From an optimization exercise on the open Yosys and OpenROAD flow, aimed at small area; shortcuts taken in it are not production practice. The RTL was checked by simulation tests, not by an equivalence proof against the original design. Power figures rest on the tool's default switching activity, not on a simulated workload.

### flow/flow/run.sh
#!/bin/bash
# Own layout flow: the standard flow (standard.sh) with two changes, both for area:
#  - synthesis (flow/synth.tcl) is the standard flow's synthesis script with only the combinational
#    mapping changed: ABC runs flow/abc.script (amap area mapping, without the delay-driven
#    buffering and upsizing) and no half/full-adder cells are extracted. Registers, their
#    names and cell types are those of the standard synthesis;
#  - the port buffers are buf_1 cells.
# Each tool's log is under orfs/logs/; make's own output is in flow_make.log.
set -euo pipefail
export OWN_ABC_SCRIPT="$PWD/flow/abc.script"
bash standard.sh SYNTH_SCRIPT="$PWD/flow/synth.tcl" \
  BUFFER_PORTS_ARGS="-buffer_cell sky130_fd_sc_hd__buf_1" finish > "$PWD/flow_make.log" 2>&1
### flow/flow/abc.script
strash
dc2
dch
amap
topo
### flow/flow/synth.tcl
# The standard flow's synthesis script (synth_recipe.tcl) with two changes, both to the combinational
# logic only: ABC maps with flow/abc.script (area mapping without the delay-driven buffering
# and upsizing), and no half/full-adder cells are extracted (extract_fa does nothing).
# Every other pass, and so every register and its name, is the standard synthesis's.
proc synth {args} { yosys synth -nofsm -noshare {*}$args }
proc extract_fa {args} { }
proc abc {args} {
  set i [lsearch -exact $args -script]
  if { $i >= 0 } {
    set args [lreplace $args [expr { $i + 1 }] [expr { $i + 1 }] $::env(OWN_ABC_SCRIPT)]
  }
  yosys abc {*}$args
}
source $::env(SCRIPTS_DIR)/synth.tcl
# left out here: clear keep_hierarchy, flatten, clean up, hide names made inside functions, write 1_2_yosys.v
### flow/standard.sh
#!/bin/bash
# synth_recipe.tcl (not shown) runs the flow's synth.tcl, then flattens the netlist and writes it again
# the make line also repeats each setting of config.mk as NAME=value (left out here)
make -C /OpenROAD-flow-scripts/flow DESIGN_CONFIG=/design/flow/config.mk WORK_HOME=/design/flow/orfs CLKGATE_MAP_FILE= SYNTH_SCRIPT=/design/flow/synth_recipe.tcl "${@:-finish}"
### flow/config.mk
export PLATFORM = sky130hd
export DESIGN_NAME = workloadClassifier
export DESIGN_NICKNAME = workloadClassifier
export VERILOG_FILES = /design/flow/design.v
export SDC_FILE = /design/flow/constraint.sdc
export NUM_CORES = 4
export LEC_CHECK = 0
export ABC_AREA = 1
export CAP_MARGIN = 20
export CORE_MARGIN = 2
export CORE_UTILIZATION = 40
export CTS_BUF_LIST = sky130_fd_sc_hd__clkbuf_8
export GPL_TIMING_DRIVEN = 0
export SLEW_MARGIN = 20
### flow/constraint.sdc
create_clock -name core_clock -period 50.0 [get_ports {clk}]
set_input_delay 10.0000 -clock core_clock [delete_from_list [all_inputs] [get_ports {clk}]]
set_output_delay 10.0000 -clock core_clock [all_outputs]
set_load 0.01 [all_outputs]
### flow/design.v
package classifierPkg;
    typedef enum logic [2:0] {
        FmtUnknown = 3'd0,
        FmtCompute = 3'd1,
        FmtMemory  = 3'd2,
        FmtControl = 3'd3,
        FmtMixed   = 3'd4,
        FmtIdle    = 3'd5
    } formatT;
endpackage
module opcodeDecoder (
    input  logic       clk,
    input  logic       reset,
    input  logic       instructionValid,
    input  logic [6:0] opcode,
    input  logic       count0,
    output logic [2:0] hit,
    output logic [3:0] activeCount,
    output logic       idleOver,
    output logic       decide,
    output logic       windowClear
);
    logic [2:0] timer;
    logic [4:0] idleCount;
    always_ff @(posedge clk) begin
        if (!reset) timer <= '0;
        else        timer <= timer + 1'b1;
    end
    assign decide      = (timer == 3'd0);
    assign windowClear = decide & ~count0;
    always_comb begin
        hit = '0;
        if (instructionValid) begin
            case (opcode)
                7'b0110011, 7'b0010011:             hit[0] = 1'b1;
                7'b0000011, 7'b0100011:             hit[1] = 1'b1;
                7'b1100011, 7'b1101111, 7'b1100111: hit[2] = 1'b1;
                default:                            hit = '0;
            endcase
        end
    end
    always_ff @(posedge clk) begin
        if (!reset || windowClear) activeCount <= '0;
        else if (instructionValid) activeCount <= activeCount + 1'b1;
    end
    assign idleOver = idleCount[4] & ~idleCount[3] & idleCount[2] & ~idleCount[1];
    always_ff @(posedge clk) begin
        if (!reset || instructionValid) idleCount <= 5'b00001;
        else if (!idleOver)             idleCount <= {idleCount[3:0], idleCount[4] ^ idleCount[2]};
    end
endmodule
module opcodeShare (
    input  logic       clk,
    input  logic       reset,
    input  logic       windowClear,
    input  logic [3:0] activeCount,
    input  logic       category,
    output logic [3:0] count,
    output logic [7:0] toll
);
    always_ff @(posedge clk) begin
        if (!reset || windowClear) count <= '0;
        else if (category)         count <= count + 1'b1;
    end
    tollTable tableInst (.count(count), .activeCount(activeCount), .toll(toll));
endmodule
module tollTable (
    input  logic [3:0] count,
    input  logic [3:0] activeCount,
    output logic [7:0] toll
);
    logic n_n17;
    logic n_n18;
    logic n_n19;
    logic n_n20;
    logic n_n21;
    logic n_n22;
    logic n_n23;
    logic n_n24;
    logic n_n25;
    logic n_n26;
    logic n_n27;
    logic n_n28;
    logic n_n29;
    logic n_n30;
    logic n_n31;
    logic n_n32;
    logic n_n33;
    logic n_n34;
    logic n_n35;
    logic n_n36;
    logic n_n37;
    logic n_n38;
    logic n_n39;
    logic n_n40;
    logic n_n41;
    logic n_n42;
    logic n_n43;
    logic n_n44;
    logic n_n45;
    logic n_n46;
    logic n_n47;
    logic n_n48;
    logic n_n49;
    logic n_n50;
    logic n_n51;
    logic n_n52;
    logic n_n53;
    logic n_n54;
    logic n_n55;
    logic n_n56;
    logic n_n57;
    logic n_n58;
    logic n_n59;
    logic n_n60;
    logic n_n61;
    logic n_n62;
    logic n_n63;
    logic n_n64;
    logic n_n65;
    logic n_n66;
    logic n_n67;
    logic n_n68;
    logic n_n69;
    logic n_n70;
    logic n_n71;
    logic n_n72;
    logic n_n73;
    logic n_n74;
    logic n_n75;
    logic n_n76;
    logic n_n77;
    logic n_n78;
    logic n_n79;
    logic n_n80;
    logic n_n81;
    logic n_n82;
    logic n_n83;
    logic n_n84;
    logic n_n85;
    logic n_n86;
    logic n_n87;
    logic n_n88;
    logic n_n89;
    logic n_n90;
    logic n_n91;
    logic n_n92;
    logic n_n93;
    logic n_n94;
    logic n_n95;
    logic n_n96;
    logic n_n97;
    logic n_n99;
    logic n_n100;
    logic n_n101;
    logic n_n102;
    logic n_n103;
    logic n_n104;
    logic n_n105;
    logic n_n106;
    logic n_n107;
    logic n_n108;
    logic n_n109;
    logic n_n110;
    logic n_n111;
    logic n_n112;
    logic n_n113;
    logic n_n114;
    logic n_n115;
    logic n_n116;
    logic n_n117;
    logic n_n118;
    logic n_n119;
    logic n_n120;
    logic n_n121;
    logic n_n122;
    logic n_n124;
    logic n_n125;
    logic n_n126;
    logic n_n127;
    logic n_n128;
    logic n_n129;
    logic n_n130;
    logic n_n131;
    logic n_n132;
    logic n_n133;
    logic n_n134;
    logic n_n135;
    logic n_n137;
    logic n_n138;
    logic n_n139;
    logic n_n140;
    logic n_n141;
    logic n_n142;
    logic n_n143;
    logic n_n144;
    logic n_n145;
    logic n_n146;
    logic n_n147;
    logic n_n148;
    logic n_n149;
    logic n_n150;
    logic n_n151;
    logic n_n152;
    logic n_n153;
    logic n_n154;
    logic n_n155;
    logic n_n156;
    logic n_n157;
    logic n_n158;
    logic n_n159;
    logic n_n160;
    logic n_n161;
    logic n_n162;
    logic n_n163;
    logic n_n164;
    logic n_n165;
    logic n_n166;
    logic n_n167;
    logic n_n168;
    logic n_n169;
    logic n_n170;
    logic n_n171;
    logic n_n172;
    logic n_n173;
    logic n_n174;
    logic n_n175;
    logic n_n176;
    logic n_n177;
    logic n_n178;
    logic n_n179;
    logic n_n180;
    logic n_n181;
    logic n_n182;
    logic n_n183;
    logic n_n184;
    logic n_n185;
    logic n_n186;
    logic n_n187;
    logic n_n188;
    logic n_n189;
    logic n_n190;
    logic n_n191;
    logic n_n192;
    logic n_n193;
    logic n_n194;
    logic n_n195;
    logic n_n196;
    logic n_n197;
    logic n_n198;
    logic n_n199;
    logic n_n200;
    logic n_n201;
    logic n_n202;
    logic n_n203;
    logic n_n204;
    logic n_n205;
    logic n_n206;
    logic n_n207;
    logic n_n208;
    logic n_n209;
    logic n_n210;
    logic n_n211;
    logic n_n213;
    logic n_n214;
    logic n_n215;
    logic n_n216;
    logic n_n217;
    logic n_n218;
    logic n_n219;
    logic n_n220;
    logic n_n221;
    logic n_n222;
    logic n_n223;
    logic n_n224;
    logic n_n225;
    logic n_n226;
    logic n_n227;
    logic n_n228;
    logic n_n229;
    logic n_n231;
    logic n_n232;
    logic n_n233;
    logic n_n234;
    logic n_n235;
    logic n_n237;
    logic n_n238;
    logic n_n239;
    logic n_n240;
    logic n_n241;
    logic n_n242;
    logic n_n243;
    logic n_n244;
    logic n_n245;
    logic n_n246;
    logic n_n247;
    logic n_n248;
    logic n_n249;
    logic n_n250;
    logic n_n251;
    logic n_n252;
    logic n_n253;
    logic n_n254;
    logic n_n255;
    logic n_n256;
    logic n_n257;
    logic n_n258;
    logic n_n259;
    logic n_n260;
    logic n_n261;
    logic n_n262;
    logic n_n263;
    logic n_n264;
    logic n_n266;
    logic n_n267;
    logic n_n268;
    logic n_n269;
    logic n_n270;
    logic n_n271;
    logic n_n272;
    logic n_n273;
    logic n_n274;
    logic n_n275;
    logic n_n276;
    logic n_n277;
    logic n_n278;
    logic n_n279;
    logic n_n280;
    logic n_n281;
    assign n_n17 = activeCount[2] & ~count[2];
    assign n_n18 = activeCount[3] & count[1];
    assign n_n19 = activeCount[1] & count[1];
    assign n_n20 = ~activeCount[0] & count[0];
    assign n_n21 = ~count[3] & ~count[1];
    assign n_n22 = ~n_n20 & ~n_n21;
    assign n_n23 = ~n_n19 & ~n_n22;
    assign n_n24 = ~n_n18 & ~n_n23;
    assign n_n25 = n_n17 & ~n_n24;
    assign n_n26 = activeCount[0] & ~count[0];
    assign n_n27 = activeCount[1] & ~count[1];
    assign n_n28 = count[3] & ~n_n27;
    assign n_n29 = ~n_n17 & n_n28;
    assign n_n30 = ~activeCount[1] & count[1];
    assign n_n31 = activeCount[2] & ~n_n18;
    assign n_n32 = ~n_n30 & n_n31;
    assign n_n33 = ~n_n29 & ~n_n32;
    assign n_n34 = n_n26 & ~n_n33;
    assign n_n35 = ~n_n25 & n_n34;
    assign n_n36 = activeCount[2] & count[2];
    assign n_n37 = n_n20 & ~n_n36;
    assign n_n38 = ~count[1] & ~n_n26;
    assign n_n39 = ~n_n20 & ~n_n38;
    assign n_n40 = ~activeCount[2] & count[2];
    assign n_n41 = count[3] & n_n40;
    assign n_n42 = n_n39 & ~n_n41;
    assign n_n43 = ~n_n37 & ~n_n42;
    assign n_n44 = ~n_n21 & n_n43;
    assign n_n45 = ~activeCount[3] & count[0];
    assign n_n46 = activeCount[1] & ~n_n45;
    assign n_n47 = activeCount[1] & activeCount[0];
    assign n_n48 = activeCount[2] & n_n47;
    assign n_n49 = ~n_n46 & ~n_n48;
    assign n_n50 = ~n_n44 & ~n_n49;
    assign n_n51 = activeCount[3] & ~count[3];
    assign n_n52 = ~count[2] & n_n51;
    assign n_n53 = activeCount[2] & ~count[0];
    assign n_n54 = count[1] & ~n_n53;
    assign n_n55 = n_n52 & n_n54;
    assign n_n56 = n_n50 & ~n_n55;
    assign n_n57 = ~count[1] & n_n51;
    assign n_n58 = count[2] & n_n57;
    assign n_n59 = n_n53 & n_n58;
    assign n_n60 = count[2] & count[1];
    assign n_n61 = ~n_n20 & n_n60;
    assign n_n62 = ~count[1] & n_n20;
    assign n_n63 = ~n_n61 & ~n_n62;
    assign n_n64 = ~activeCount[2] & ~n_n52;
    assign n_n65 = ~n_n63 & n_n64;
    assign n_n66 = ~n_n59 & ~n_n65;
    assign n_n67 = n_n56 & n_n66;
    assign n_n68 = count[2] & ~n_n45;
    assign n_n69 = n_n17 & n_n47;
    assign n_n70 = activeCount[2] & ~n_n69;
    assign n_n71 = activeCount[0] & ~n_n60;
    assign n_n72 = ~count[2] & ~count[1];
    assign n_n73 = activeCount[2] & ~n_n72;
    assign n_n74 = n_n71 & n_n73;
    assign n_n75 = n_n39 & n_n74;
    assign n_n76 = n_n18 & n_n26;
    assign n_n77 = activeCount[1] & count[0];
    assign n_n78 = ~n_n45 & ~n_n77;
    assign n_n79 = ~n_n76 & n_n78;
    assign n_n80 = ~n_n75 & n_n79;
    assign n_n81 = ~n_n70 & ~n_n80;
    assign n_n82 = ~activeCount[0] & ~count[0];
    assign n_n83 = ~count[2] & ~n_n82;
    assign n_n84 = count[1] & ~n_n83;
    assign n_n85 = ~n_n81 & ~n_n84;
    assign n_n86 = ~n_n68 & ~n_n85;
    assign n_n87 = ~n_n39 & n_n40;
    assign n_n88 = activeCount[2] & count[1];
    assign n_n89 = ~activeCount[3] & ~activeCount[0];
    assign n_n90 = ~n_n26 & ~n_n89;
    assign n_n91 = n_n88 & n_n90;
    assign n_n92 = n_n45 & n_n72;
    assign n_n93 = ~activeCount[1] & ~n_n92;
    assign n_n94 = ~n_n91 & n_n93;
    assign n_n95 = ~n_n87 & n_n94;
    assign n_n96 = ~n_n86 & n_n95;
    assign n_n97 = ~n_n67 & ~n_n96;
    assign toll[5] = ~(~n_n35 & ~n_n97);
    assign n_n99 = ~activeCount[3] & activeCount[1];
    assign n_n100 = count[2] & ~count[1];
    assign n_n101 = ~n_n99 & n_n100;
    assign n_n102 = count[1] & n_n56;
    assign n_n103 = ~n_n101 & ~n_n102;
    assign n_n104 = toll[5] & ~n_n103;
    assign n_n105 = n_n17 & n_n28;
    assign n_n106 = count[2] & n_n99;
    assign n_n107 = ~count[1] & n_n106;
    assign n_n108 = ~n_n105 & ~n_n107;
    assign n_n109 = n_n43 & ~n_n108;
    assign n_n110 = ~n_n104 & ~n_n109;
    assign n_n111 = count[2] & ~n_n110;
    assign n_n112 = ~n_n60 & ~n_n72;
    assign n_n113 = ~toll[5] & n_n112;
    assign n_n114 = ~n_n26 & n_n28;
    assign n_n115 = ~activeCount[3] & count[1];
    assign n_n116 = ~activeCount[2] & ~n_n115;
    assign n_n117 = ~n_n114 & n_n116;
    assign n_n118 = ~n_n45 & n_n117;
    assign n_n119 = ~n_n113 & n_n118;
    assign n_n120 = ~n_n111 & n_n119;
    assign n_n121 = ~n_n25 & ~n_n120;
    assign n_n122 = activeCount[2] & ~n_n110;
    assign toll[6] = n_n121 & ~n_n122;
    assign n_n124 = ~count[1] & n_n17;
    assign n_n125 = toll[6] & n_n124;
    assign n_n126 = ~activeCount[3] & ~n_n17;
    assign n_n127 = n_n121 & ~n_n126;
    assign n_n128 = ~n_n60 & ~n_n115;
    assign n_n129 = ~n_n127 & ~n_n128;
    assign n_n130 = count[2] & ~n_n47;
    assign n_n131 = ~n_n51 & n_n130;
    assign n_n132 = count[2] & n_n45;
    assign n_n133 = ~count[3] & ~n_n132;
    assign n_n134 = ~n_n131 & n_n133;
    assign n_n135 = ~n_n129 & n_n134;
    assign toll[7] = ~n_n125 & ~n_n135;
    assign n_n137 = activeCount[2] & activeCount[1];
    assign n_n138 = ~activeCount[2] & n_n30;
    assign n_n139 = ~n_n137 & ~n_n138;
    assign n_n140 = activeCount[1] & count[2];
    assign n_n141 = ~n_n99 & ~n_n140;
    assign n_n142 = n_n139 & n_n141;
    assign n_n143 = count[3] & ~n_n72;
    assign n_n144 = n_n20 & ~n_n143;
    assign n_n145 = ~n_n142 & n_n144;
    assign n_n146 = activeCount[3] & activeCount[0];
    assign n_n147 = ~count[3] & count[1];
    assign n_n148 = count[0] & ~n_n147;
    assign n_n149 = n_n146 & n_n148;
    assign n_n150 = n_n137 & n_n147;
    assign n_n151 = ~n_n149 & ~n_n150;
    assign n_n152 = n_n80 & n_n151;
    assign n_n153 = n_n51 & ~n_n152;
    assign n_n154 = ~n_n81 & ~n_n153;
    assign n_n155 = activeCount[3] & activeCount[1];
    assign n_n156 = ~n_n77 & ~n_n155;
    assign n_n157 = n_n112 & ~n_n156;
    assign n_n158 = n_n115 & n_n157;
    assign n_n159 = ~activeCount[2] & ~count[1];
    assign n_n160 = n_n51 & ~n_n53;
    assign n_n161 = ~n_n159 & n_n160;
    assign n_n162 = ~n_n112 & n_n161;
    assign n_n163 = ~n_n158 & ~n_n162;
    assign n_n164 = ~n_n80 & ~n_n151;
    assign n_n165 = n_n163 & n_n164;
    assign n_n166 = ~n_n154 & ~n_n165;
    assign n_n167 = n_n51 & n_n140;
    assign n_n168 = n_n82 & ~n_n138;
    assign n_n169 = ~n_n167 & n_n168;
    assign n_n170 = ~n_n166 & n_n169;
    assign n_n171 = ~n_n145 & ~n_n170;
    assign n_n172 = ~n_n125 & ~n_n171;
    assign n_n173 = ~activeCount[1] & ~activeCount[0];
    assign n_n174 = n_n21 & ~n_n173;
    assign n_n175 = n_n131 & ~n_n174;
    assign n_n176 = ~activeCount[1] & ~count[0];
    assign n_n177 = ~n_n27 & ~n_n176;
    assign n_n178 = ~n_n71 & ~n_n177;
    assign n_n179 = count[1] & n_n176;
    assign n_n180 = activeCount[0] & ~count[2];
    assign n_n181 = ~n_n179 & n_n180;
    assign n_n182 = ~n_n178 & ~n_n181;
    assign n_n183 = n_n117 & ~n_n182;
    assign n_n184 = ~n_n17 & n_n27;
    assign n_n185 = ~n_n30 & ~n_n184;
    assign n_n186 = count[3] & ~n_n185;
    assign n_n187 = ~n_n104 & ~n_n186;
    assign n_n188 = ~count[3] & ~count[0];
    assign n_n189 = ~n_n53 & ~n_n188;
    assign n_n190 = n_n51 & n_n73;
    assign n_n191 = ~n_n189 & ~n_n190;
    assign n_n192 = ~n_n115 & n_n191;
    assign n_n193 = ~n_n187 & ~n_n192;
    assign n_n194 = count[0] & ~n_n57;
    assign n_n195 = count[1] & ~n_n51;
    assign n_n196 = n_n140 & ~n_n195;
    assign n_n197 = ~n_n194 & n_n196;
    assign n_n198 = ~n_n18 & n_n188;
    assign n_n199 = ~activeCount[0] & ~n_n155;
    assign n_n200 = ~n_n198 & ~n_n199;
    assign n_n201 = ~n_n197 & n_n200;
    assign n_n202 = ~n_n193 & ~n_n201;
    assign n_n203 = n_n77 & ~n_n110;
    assign n_n204 = activeCount[0] & ~n_n203;
    assign n_n205 = n_n157 & n_n204;
    assign n_n206 = ~n_n157 & ~n_n204;
    assign n_n207 = ~n_n205 & ~n_n206;
    assign n_n208 = ~n_n52 & ~n_n207;
    assign n_n209 = ~n_n202 & ~n_n208;
    assign n_n210 = activeCount[2] & ~n_n209;
    assign n_n211 = ~n_n183 & ~n_n210;
    assign toll[3] = ~(~n_n175 & ~n_n211);
    assign n_n213 = ~n_n27 & ~n_n147;
    assign n_n214 = toll[3] & n_n213;
    assign n_n215 = ~n_n107 & n_n191;
    assign n_n216 = ~n_n214 & n_n215;
    assign n_n217 = ~n_n17 & n_n19;
    assign n_n218 = n_n33 & n_n217;
    assign n_n219 = n_n40 & ~n_n142;
    assign n_n220 = n_n52 & n_n159;
    assign n_n221 = count[0] & ~n_n220;
    assign n_n222 = ~n_n219 & n_n221;
    assign n_n223 = ~n_n218 & n_n222;
    assign n_n224 = ~n_n216 & ~n_n223;
    assign n_n225 = ~n_n77 & ~n_n115;
    assign n_n226 = n_n17 & ~n_n51;
    assign n_n227 = ~n_n225 & n_n226;
    assign n_n228 = activeCount[0] & ~n_n227;
    assign n_n229 = ~n_n224 & n_n228;
    assign toll[4] = ~n_n172 & ~n_n229;
    assign n_n231 = ~n_n40 & n_n128;
    assign n_n232 = ~n_n46 & ~n_n231;
    assign n_n233 = ~activeCount[0] & n_n108;
    assign n_n234 = ~n_n232 & n_n233;
    assign n_n235 = ~n_n204 & ~n_n234;
    assign toll[2] = ~(~n_n166 & ~n_n235);
    assign n_n237 = ~n_n28 & n_n146;
    assign n_n238 = n_n116 & ~n_n237;
    assign n_n239 = n_n21 & n_n140;
    assign n_n240 = ~n_n52 & ~n_n239;
    assign n_n241 = n_n70 & n_n240;
    assign n_n242 = n_n69 & ~n_n213;
    assign n_n243 = count[0] & ~n_n242;
    assign n_n244 = ~n_n241 & n_n243;
    assign n_n245 = ~n_n238 & n_n244;
    assign n_n246 = n_n17 & ~n_n21;
    assign n_n247 = ~n_n195 & n_n246;
    assign n_n248 = n_n60 & ~n_n188;
    assign n_n249 = activeCount[0] & ~n_n106;
    assign n_n250 = ~n_n248 & n_n249;
    assign n_n251 = ~n_n247 & n_n250;
    assign n_n252 = ~n_n77 & ~n_n251;
    assign n_n253 = ~n_n245 & ~n_n252;
    assign n_n254 = ~n_n19 & n_n187;
    assign n_n255 = n_n51 & ~n_n254;
    assign n_n256 = ~n_n45 & ~n_n58;
    assign n_n257 = n_n139 & n_n256;
    assign n_n258 = ~n_n50 & ~n_n257;
    assign n_n259 = ~n_n255 & n_n258;
    assign n_n260 = n_n226 & ~n_n254;
    assign n_n261 = n_n173 & ~n_n246;
    assign n_n262 = ~n_n82 & ~n_n261;
    assign n_n263 = ~n_n260 & ~n_n262;
    assign n_n264 = ~n_n259 & n_n263;
    assign toll[1] = ~n_n253 & ~n_n264;
    assign n_n266 = activeCount[2] & n_n197;
    assign n_n267 = n_n142 & n_n247;
    assign n_n268 = n_n82 & ~n_n267;
    assign n_n269 = ~activeCount[1] & ~n_n17;
    assign n_n270 = ~n_n88 & n_n269;
    assign n_n271 = n_n99 & n_n124;
    assign n_n272 = n_n144 & ~n_n271;
    assign n_n273 = ~n_n270 & n_n272;
    assign n_n274 = ~n_n268 & ~n_n273;
    assign n_n275 = ~n_n266 & ~n_n274;
    assign n_n276 = ~count[0] & n_n28;
    assign n_n277 = n_n66 & ~n_n276;
    assign n_n278 = ~n_n104 & ~n_n277;
    assign n_n279 = activeCount[0] & n_n163;
    assign n_n280 = ~n_n278 & n_n279;
    assign n_n281 = ~n_n193 & n_n280;
    assign toll[0] = ~n_n275 & ~n_n281;
endmodule
module workloadDecision (
    input  logic        clk,
    input  logic        reset,
    input  logic [3:0]  activeCount,
    input  logic        idleOver,
    input  logic        decide,
    input  logic [3:0]  computeCount,
    input  logic [3:0]  memCount,
    input  logic [3:0]  controlCount,
    input  logic [7:0]  computeToll,
    input  logic [7:0]  memToll,
    input  logic [7:0]  controlToll,
    output logic [2:0]  workloadFormat,
    output logic [3:0]  workloadConfidence,
    output logic [15:0] classificationCount,
    output logic [7:0]  adaptationRate,
    output logic        classificationValid
);
    logic       sameFormat;
    logic [4:0] stability;
    logic [2:0] ruleFormat;
    logic [3:0] ruleConf;
    logic [3:0] nextConf;
    logic [3:0] confDown;
    logic [3:0] confUp;
    logic       countZero;
    logic       fewActive;
    logic       isMixed;
    logic       domC, domM, domK;
    logic       nearCM, nearCK, nearMK;
    logic       boost;
    logic [15:0] countNext;
    logic        stableOver2, stableOver6, stableOver15;
    logic        carry;
    function automatic logic over150(input logic [7:0] t);
        over150 = t[7] & (t[6] | t[5] | (t[4] & t[3]));
    endfunction
    function automatic logic over50(input logic [7:0] t);
        over50 = t[7] | t[6] | (t[5] & t[4] & (t[2] | t[0]));
    endfunction
    function automatic logic over40(input logic [7:0] t);
        over40 = t[7] | t[6] | (t[5] & (t[4] | t[1] | (t[3] & t[2])));
    endfunction
    assign domC = over150(computeToll);
    assign domM = over150(memToll);
    assign domK = over150(controlToll);
    nearCM nearCMInst (.a(activeCount), .x(computeCount), .y(memCount),     .o(nearCM));
    nearK  nearCKInst (.a(activeCount), .x(computeCount), .y(controlCount), .o(nearCK));
    nearK  nearMKInst (.a(activeCount), .x(memCount),     .y(controlCount), .o(nearMK));
    assign isMixed = (over50(computeToll) & over50(memToll) & nearCM) |
                     (over40(controlToll) & ((over50(computeToll) & nearCK) |
                                             (over50(memToll) & nearMK)));
    assign countZero = ~|classificationCount;
    assign fewActive = ~|activeCount[3:1];
    assign confDown[0] = (workloadConfidence[3] & ~workloadConfidence[0]) | (workloadConfidence[1] & ~workloadConfidence[0]);
    assign confDown[1] = (workloadConfidence[1] & workloadConfidence[0]) | (workloadConfidence[3] & ~workloadConfidence[1] & ~workloadConfidence[0]);
    assign confDown[2] = ~workloadConfidence[3] | (workloadConfidence[2] & workloadConfidence[0]) | (workloadConfidence[2] & workloadConfidence[1]) | (~workloadConfidence[2] & ~workloadConfidence[1] & ~workloadConfidence[0]);
    assign confDown[3] = (workloadConfidence[3] & workloadConfidence[1]) | (workloadConfidence[3] & workloadConfidence[0]) | (workloadConfidence[3] & workloadConfidence[2]);
    assign confUp[0] = workloadConfidence[0] | (workloadConfidence[3] & workloadConfidence[2] & workloadConfidence[1]);
    assign confUp[1] = ~workloadConfidence[1] | (workloadConfidence[3] & workloadConfidence[2]);
    assign confUp[2] = (workloadConfidence[2] ^ workloadConfidence[1]) | (workloadConfidence[3] & workloadConfidence[2] & workloadConfidence[1]);
    assign confUp[3] = workloadConfidence[3] | workloadConfidence[1];
    always_comb begin
        ruleFormat = workloadFormat;
        ruleConf   = (workloadFormat != 3'd0) ? confDown : 4'd4;
        if (countZero) begin
            ruleFormat = 3'd0;
            ruleConf   = 4'd4;
        end else if (idleOver) begin
            ruleFormat = 3'd5;
            ruleConf   = 4'd8;
        end else if (fewActive) begin
            ruleFormat = 3'd0;
            ruleConf   = 4'd4;
        end else if (domC | domM | domK) begin
            ruleFormat = {1'b0, domM | domK, domC | domK};
            ruleConf   = 4'd7;
        end else if (isMixed) begin
            ruleFormat = 3'd4;
            ruleConf   = 4'd6;
        end
    end
    assign stableOver2  = ~stability[0] | ~stability[1] | ~stability[2];
    assign stableOver6  = (~stability[4] & ~stability[1]) | (~stability[3] & ~stability[0]) |
                          (~stability[2] & ~stability[0]);
    assign stableOver15 = ~stability[4] & ~stability[3] & ~stability[2];
    assign boost    = sameFormat & stableOver2;
    assign nextConf = boost ? confUp : ruleConf;
    always_comb begin
        carry = decide;
        for (int i = 0; i < 16; i++) begin
            countNext[i] = classificationCount[i] ^ carry;
            carry        = classificationCount[i] & carry;
        end
    end
    always_ff @(posedge clk) begin
        if (!reset) classificationCount <= '0;
        else        classificationCount <= countNext;
    end
    always_ff @(posedge clk) begin
        if (!reset) begin
            workloadFormat     <= 3'd0;
            sameFormat         <= 1'b1;
            workloadConfidence <= '0;
            stability          <= 5'b00111;
        end else if (decide) begin
            workloadFormat     <= ruleFormat;
            workloadConfidence <= nextConf;
            sameFormat         <= (ruleFormat == workloadFormat);
            if (!sameFormat)        stability <= 5'b00111;
            else if (!stableOver15) stability <= {stability[3:0], stability[4] ^ stability[1]};
        end
    end
    assign adaptationRate = {2'b00, ~stableOver6, stableOver6 & ~stableOver15, stableOver15, 3'b000};
    assign classificationValid = (activeCount[3] | activeCount[2]) & ~countZero;
endmodule
module nearCM (
    input  logic [3:0] a,
    input  logic [3:0] x,
    input  logic [3:0] y,
    output logic       o
);
    logic n_n14;
    logic n_n15;
    logic n_n16;
    logic n_n17;
    logic n_n18;
    logic n_n19;
    logic n_n20;
    logic n_n21;
    logic n_n22;
    logic n_n23;
    logic n_n24;
    logic n_n25;
    logic n_n26;
    logic n_n27;
    logic n_n28;
    logic n_n29;
    logic n_n30;
    logic n_n31;
    logic n_n32;
    logic n_n33;
    logic n_n34;
    logic n_n35;
    logic n_n36;
    logic n_n37;
    logic n_n38;
    logic n_n39;
    logic n_n40;
    logic n_n41;
    logic n_n42;
    logic n_n43;
    logic n_n44;
    logic n_n45;
    logic n_n46;
    logic n_n47;
    logic n_n48;
    logic n_n49;
    logic n_n50;
    logic n_n51;
    logic n_n52;
    logic n_n53;
    logic n_n54;
    assign n_n14 = x[2] & ~x[0];
    assign n_n15 = ~y[2] & y[0];
    assign n_n16 = n_n14 & n_n15;
    assign n_n17 = ~x[3] & ~y[1];
    assign n_n18 = ~n_n16 & ~n_n17;
    assign n_n19 = ~y[3] & ~n_n18;
    assign n_n20 = ~x[2] & x[0];
    assign n_n21 = n_n19 & n_n20;
    assign n_n22 = a[2] & ~x[0];
    assign n_n23 = ~y[3] & ~n_n22;
    assign n_n24 = x[2] & ~n_n23;
    assign n_n25 = ~n_n21 & ~n_n24;
    assign n_n26 = ~y[0] & ~n_n25;
    assign n_n27 = a[2] & y[1];
    assign n_n28 = a[1] & n_n27;
    assign n_n29 = x[1] & ~n_n28;
    assign n_n30 = ~n_n26 & n_n29;
    assign n_n31 = ~a[2] & a[0];
    assign n_n32 = a[1] & n_n31;
    assign n_n33 = x[2] & y[2];
    assign n_n34 = ~n_n32 & ~n_n33;
    assign n_n35 = x[0] & ~n_n34;
    assign n_n36 = ~x[1] & ~n_n19;
    assign n_n37 = ~n_n35 & n_n36;
    assign n_n38 = ~n_n30 & ~n_n37;
    assign n_n39 = ~y[1] & n_n32;
    assign n_n40 = ~y[2] & n_n20;
    assign n_n41 = y[0] & ~n_n40;
    assign n_n42 = x[1] & n_n33;
    assign n_n43 = x[3] & y[2];
    assign n_n44 = y[1] & n_n43;
    assign n_n45 = ~n_n42 & ~n_n44;
    assign n_n46 = n_n41 & n_n45;
    assign n_n47 = ~n_n39 & n_n46;
    assign n_n48 = ~x[2] & y[1];
    assign n_n49 = ~n_n31 & ~n_n48;
    assign n_n50 = ~x[0] & ~n_n49;
    assign n_n51 = n_n27 & n_n33;
    assign n_n52 = ~y[0] & ~n_n51;
    assign n_n53 = ~n_n50 & n_n52;
    assign n_n54 = ~n_n47 & ~n_n53;
    assign o = ~(~n_n38 & ~n_n54);
endmodule
module nearK (
    input  logic [3:0] a,
    input  logic [3:0] x,
    input  logic [3:0] y,
    output logic       o
);
    logic n_n14;
    logic n_n15;
    logic n_n16;
    logic n_n17;
    logic n_n18;
    logic n_n19;
    logic n_n20;
    logic n_n21;
    logic n_n22;
    logic n_n23;
    logic n_n24;
    logic n_n25;
    logic n_n26;
    logic n_n27;
    logic n_n28;
    logic n_n29;
    logic n_n30;
    logic n_n31;
    logic n_n32;
    logic n_n33;
    logic n_n34;
    logic n_n35;
    logic n_n36;
    logic n_n37;
    logic n_n38;
    logic n_n39;
    logic n_n40;
    logic n_n41;
    logic n_n42;
    logic n_n43;
    logic n_n44;
    logic n_n45;
    logic n_n46;
    logic n_n47;
    logic n_n48;
    logic n_n49;
    logic n_n50;
    logic n_n51;
    logic n_n52;
    logic n_n53;
    logic n_n54;
    logic n_n55;
    logic n_n56;
    logic n_n57;
    logic n_n58;
    logic n_n59;
    logic n_n60;
    assign n_n14 = ~y[2] & y[1];
    assign n_n15 = ~y[1] & ~y[0];
    assign n_n16 = x[0] & n_n15;
    assign n_n17 = ~y[3] & n_n16;
    assign n_n18 = ~n_n14 & ~n_n17;
    assign n_n19 = ~x[2] & ~n_n18;
    assign n_n20 = ~x[1] & ~y[3];
    assign n_n21 = ~y[1] & n_n20;
    assign n_n22 = ~n_n19 & ~n_n21;
    assign n_n23 = ~x[3] & ~n_n22;
    assign n_n24 = x[1] & x[0];
    assign n_n25 = a[2] & a[0];
    assign n_n26 = ~y[2] & n_n25;
    assign n_n27 = a[2] & a[1];
    assign n_n28 = y[1] & ~n_n27;
    assign n_n29 = x[2] & ~n_n28;
    assign n_n30 = ~n_n26 & ~n_n29;
    assign n_n31 = x[1] & ~n_n30;
    assign n_n32 = ~x[1] & ~x[0];
    assign n_n33 = x[3] & n_n32;
    assign n_n34 = y[0] & ~n_n33;
    assign n_n35 = y[2] & ~n_n15;
    assign n_n36 = ~n_n34 & n_n35;
    assign n_n37 = ~n_n31 & ~n_n36;
    assign n_n38 = ~n_n24 & ~n_n37;
    assign n_n39 = ~x[1] & x[0];
    assign n_n40 = ~y[1] & y[0];
    assign n_n41 = ~n_n39 & ~n_n40;
    assign n_n42 = a[1] & ~n_n41;
    assign n_n43 = x[0] & y[0];
    assign n_n44 = ~n_n32 & ~n_n43;
    assign n_n45 = ~a[1] & a[0];
    assign n_n46 = ~n_n44 & n_n45;
    assign n_n47 = ~n_n42 & ~n_n46;
    assign n_n48 = ~a[2] & ~n_n47;
    assign n_n49 = ~a[2] & x[0];
    assign n_n50 = y[0] & n_n20;
    assign n_n51 = ~n_n49 & n_n50;
    assign n_n52 = ~y[2] & ~n_n16;
    assign n_n53 = ~n_n51 & n_n52;
    assign n_n54 = y[2] & ~n_n25;
    assign n_n55 = ~n_n27 & ~n_n43;
    assign n_n56 = n_n54 & n_n55;
    assign n_n57 = x[2] & ~n_n56;
    assign n_n58 = ~n_n53 & n_n57;
    assign n_n59 = ~n_n48 & ~n_n58;
    assign n_n60 = ~n_n38 & n_n59;
    assign o = ~(~n_n23 & n_n60);
endmodule
module workloadClassifier (
    input  logic                  clk,
    input  logic                  reset,
    input  logic                  instructionValid,
    input  logic [6:0]            opcode,
    output logic [7:0]            computeToll,
    output logic [7:0]            memToll,
    output logic [7:0]            controlToll,
    output classifierPkg::formatT workloadFormat,
    output logic [3:0]            workloadConfidence,
    output logic [15:0]           classificationCount,
    output logic [7:0]            adaptationRate,
    output logic                  classificationValid
);
    logic [2:0]  hit;
    logic [3:0]  activeCount;
    logic        idleOver;
    logic        decide;
    logic        windowClear;
    logic [23:0] tollVec;
    logic [11:0] countVec;
    logic [2:0]  format;
    opcodeDecoder decoderInst (
        .clk              (clk),
        .reset            (reset),
        .instructionValid (instructionValid),
        .opcode           (opcode),
        .count0           (classificationCount[0]),
        .hit              (hit),
        .activeCount      (activeCount),
        .idleOver         (idleOver),
        .decide           (decide),
        .windowClear      (windowClear)
    );
    for (genvar i = 0; i < 3; i++) begin : genShare
        opcodeShare shareInst (
            .clk         (clk),
            .reset       (reset),
            .windowClear (windowClear),
            .activeCount (activeCount),
            .category    (hit[i]),
            .count       (countVec[i*4 +: 4]),
            .toll        (tollVec[i*8 +: 8])
        );
    end
    assign computeToll = tollVec[7:0];
    assign memToll     = tollVec[15:8];
    assign controlToll = tollVec[23:16];
    workloadDecision decisionInst (
        .clk                 (clk),
        .reset               (reset),
        .activeCount         (activeCount),
        .idleOver            (idleOver),
        .decide              (decide),
        .computeCount        (countVec[3:0]),
        .memCount            (countVec[7:4]),
        .controlCount        (countVec[11:8]),
        .computeToll         (computeToll),
        .memToll             (memToll),
        .controlToll         (controlToll),
        .workloadFormat      (format),
        .workloadConfidence  (workloadConfidence),
        .classificationCount (classificationCount),
        .adaptationRate      (adaptationRate),
        .classificationValid (classificationValid)
    );
    assign workloadFormat = classifierPkg::formatT'(format);
endmodule
==> results.sh <==
export IMPL_status="timing/DRC/antenna clean"
export IMPL_grt_usage_pct=29.22
export IMPL_clock_latency_ns=0.31
export IMPL_placed_cell_area_um2=5665
export IMPL_grt_pass1_vias=6686
export IMPL_cts_made_buffers=5
export IMPL_ys_ff_latch=53
export IMPL_fin_nets=952
export IMPL_hold_path_class="flop to flop"
export IMPL_ioPinCount=66
export IMPL_cp_required_ns=40.00
export IMPL_dieHeight_um=118.0
export IMPL_fin_crit_ns=17.68
export IMPL_final_layout_size_suffix_gt1_share_pct=1.803
export IMPL_finish_instance_area_um2=5787
export IMPL_grt_max_degree=42
export IMPL_synth_area_leaders="dfxtp_1, nor2_1, o21ai_0"
export IMPL_wl_per_cell_um=18.77
export IMPL_timing_rr_end="decisionInst.sameFormat"
export IMPL_finalPower_uw=100.3
export IMPL_whs_path_depth=2
export IMPL_regToRegSetupSlack_ns=40.44
export IMPL_synth_edff_count=0
export IMPL_worstSetupStartpointType="flop"
export IMPL_wl_met2_mm=8.528
export IMPL_core_rowCount=41
export IMPL_ctsResizeCount=0
export IMPL_synth_top_cell_area_share_pct=20.40
export IMPL_dr_pass1_iters=8
export IMPL_cts_num_sinks=53
export IMPL_yosys_warnings=3
export IMPL_layout_area_overhead_vs_synth_pct=11.26
export IMPL_finalSetupViolCount=0
export IMPL_hpwl_mm=14.74
export IMPL_clock_path_buffers=2
export IMPL_cts_hold_buf=0
export IMPL_p_leak_nw=1.752
export IMPL_finClkSkew_ns=0.007187
export IMPL_r2r_worst_path_cells=29
export IMPL_antenna_found_initial=0
export IMPL_grt_overflow=0
export IMPL_die_area_um2=13930
export IMPL_fin_crit_sh_pct=35.35
export IMPL_setup_tns_ns=0
export IMPL_grt_setup_unrepaired="no"
export IMPL_ys_seq_area_share_pct=20.40
export IMPL_die_w_um=118.0
export IMPL_h_tree_depth=2
export IMPL_worst_slew_pin_slew_ns=1.253
export IMPL_fillers=1426
export IMPL_final_cells=1116
export IMPL_cts_tree="built"
export IMPL_final_hold_violation_count=0
export IMPL_top_layer="met4"
export IMPL_r2r_start="decoderInst.activeCount[1]"
export IMPL_drt_initial_drc_count=1350
export IMPL_cts_root_buf="clkbuf_8"
export IMPL_met3_length_mm=2.945
export IMPL_gp_congestion=1.003
export IMPL_yosysTopAreaCell="dfxtp_1"
export IMPL_routed_wl_mm=20.95
export IMPL_syn_cell_area_um2=5201
export IMPL_min_delay_start="decoderInst.idleCount[0]"
export IMPL_synth_most_common_cell="nor2_1"
export IMPL_ir_drop_mv=0.01619
export IMPL_path_max_fanout=27
export IMPL_core_area_um2=12670
export IMPL_synthCells=870
export IMPL_critical_path_arrival_ns=7.68
export IMPL_synthTopCellsByCount="nor2_1, clkinv_1, o21ai_0"
export IMPL_postCtsSetupRepairBufs=0
export IMPL_postSynth_asyncResetShare_pct=0
export IMPL_holdPathEnd="decoderInst.idleCount[1]"
export IMPL_synth_distinct_cells=46
export IMPL_syn_area_per_cell_um2=5.978
export IMPL_drc=0
export IMPL_path_clk_slew_ns=0.10
export IMPL_drv_cap=0
export IMPL_drtAntennaViolNets=0
export IMPL_start_util_pct=41.05
export IMPL_endpoint_kind="output port"
export IMPL_slew_headroom_pct=16.18
export IMPL_drv_slew=0
export IMPL_via_per_inst=6.481
export IMPL_fmax_mhz=56.57
export IMPL_drt_met1_wl_mm=8.539
export IMPL_vias=7233
export IMPL_port_buffers=60
export IMPL_critPathKind="flop to output port"
export IMPL_dpl_cell_count=1107
export IMPL_synth_ff_type="dfxtp_1"
export IMPL_grt_pass1_wl_mm=33.80
export IMPL_power_density_nw_per_um2=17.33
-- metrics by stage --
step,utilization (%),setup slack (ns),hold slack (ns)
final,45.67,32.32,0.4424
after global routing,45.65,32.08,0.4759
after CTS,45.65,32.80,0.4443
after detailed placement,44.71,33.21,0.4307
after global placement,44.64,32.98,0.4246
after floorplan,-,35.56,0.4101
-- cell type report --
class,instances,area [um^2],share of cell area [%]
multi-input cells,713,3724,64.35
flip-flops and latches,53,1061,18.34
inverters,101,380.4,6.573
repair buffers,61,232.7,4.022
well taps,172,215.2,3.719
clock buffers,5,68.82,1.189
plain buffers,7,52.55,0.9081
clock inverters,3,50.05,0.8649
diodes,1,2.502,0.04324
-- per-layer routing --
metal,global-route usage [%],vias to the layer above
met5,0,-
met3,7.800,127
li1,-,3336
met2,42.81,615
met4,14.61,0
met1,39.32,3155
-- placed cells by master, fill, tap and decap left out, types with 4 or more instances in the layout --
master and instances:
o32ai_1 11, conb_1 5, o221ai_1 4, a22oi_1 9, buf_1 60, a221oi_1 9, o21a_1 16, clkinv_1 100
a2111oi_0 13, nand2_1 60, and2_0 4, o311ai_0 7, nor4_1 14, clkbuf_8 5, o21ai_0 76, or2_0 6
nor2_1 249, or3_1 7, a31oi_1 22, a211oi_1 20, nor2b_1 4, dfxtp_1 53, buf_4 8, nand3_1 9
a32oi_1 5, o22ai_1 13, o32a_1 6, o211ai_1 4, a21oi_1 61, nor3_1 45
-- logic make-up (layout without fill, tap and decap cells) --
| group | Yosys count | in the layout | synth area share (%) |
|---|---|---|---|
| other | 1 | 6 | 0.07210 |
| AND/OR/NAND/NOR | 404 | 404 | 32.50 |
| AO/OA/AOI/OAI | 304 | 304 | 38.73 |
| flip-flops | 53 | 53 | 20.40 |
| buffers and inverters | 108 | 177 | 8.299 |
-- report_power, final --
group	switching (mW)	internal [mW]	leakage, nW
Combinational	0.0153	0.00787	1.26
Clock	0.0153	0.0154	0.0603
Sequential	0.00262	0.0438	0.431
-- state kept, by name, summed over array words and instances (netlist names) --
signal	flops
decoderInst.timer	3
decoderInst.idleCount	5
genShare.shareInst.count	12
decisionInst.sameFormat	1
decisionInst.stability	5
decisionInst.workloadConfidence	4
decisionInst.classificationCount	16
decoderInst.activeCount	4
decisionInst.workloadFormat	3
-- how the worst max path moves through the flow --
stage / slack, ns / endpoint / depth (start not counted) / from
2_1_floorplan: 35.56 / controlToll[4] / 21 / decoderInst.activeCount[2]
3_3_place_gp: 32.98 / controlToll[4] / 21 / decoderInst.activeCount[1]
3_5_place_dp: 33.21 / controlToll[4] / 21 / decoderInst.activeCount[1]
4_1_cts: 32.80 / controlToll[4] / 21 / decoderInst.activeCount[1]
5_1_grt: 32.08 / controlToll[4] / 21 / decoderInst.activeCount[1]
6_report: 32.32 / controlToll[4] / 21 / decoderInst.activeCount[1]
-- critical path: stages, from the launching register on --
cell      delay [ns]
dfxtp_1         1.04
clkinv_1        1.16
nor2_1          0.90
clkinv_1        0.54
nor2_1          0.60
nor2_1          0.12
a21oi_1         0.21
o31ai_1         0.13
o32a_1          0.18
a31oi_1         0.46
nor2_1          0.10
a21oi_1         0.27
o21ai_0         0.19
a21oi_1         0.21
nor2_1          0.05
a21oi_1         0.12
nor2_1          0.05
o22ai_1         0.33
nand2_1         0.09
a31oi_1         0.18
o32a_1          0.24
buf_1           0.17

separate check: timing with driven ports:
In the flow no input, the clock included, has a driving cell. The finished layout below was timed again as built, in two steps.
Step 1 assumes that a clkbuf_16 drives the clock port and a buf_2 every other input.
Step 2 moves the port delays by t, midway between the first and last clock arrival at a register: inputs arrive t later, outputs are due t later. That takes back most of the time a late clock gives input paths.
Three values: ideal ports, drivers, drivers and shift; two values: the first two.
t, ns: 0.340
slack for setup (ns): 32.324 / 32.295 / 32.635
worst setup path at the end: register to output
clock arrival spread, ns: 0.007 / 0.008
worst slew at a driven data input, ns: 0.03
After both steps this run still meets setup and hold. The setup slack of this run moves by -0.029 ns with the drivers and by +0.311 ns with both steps.
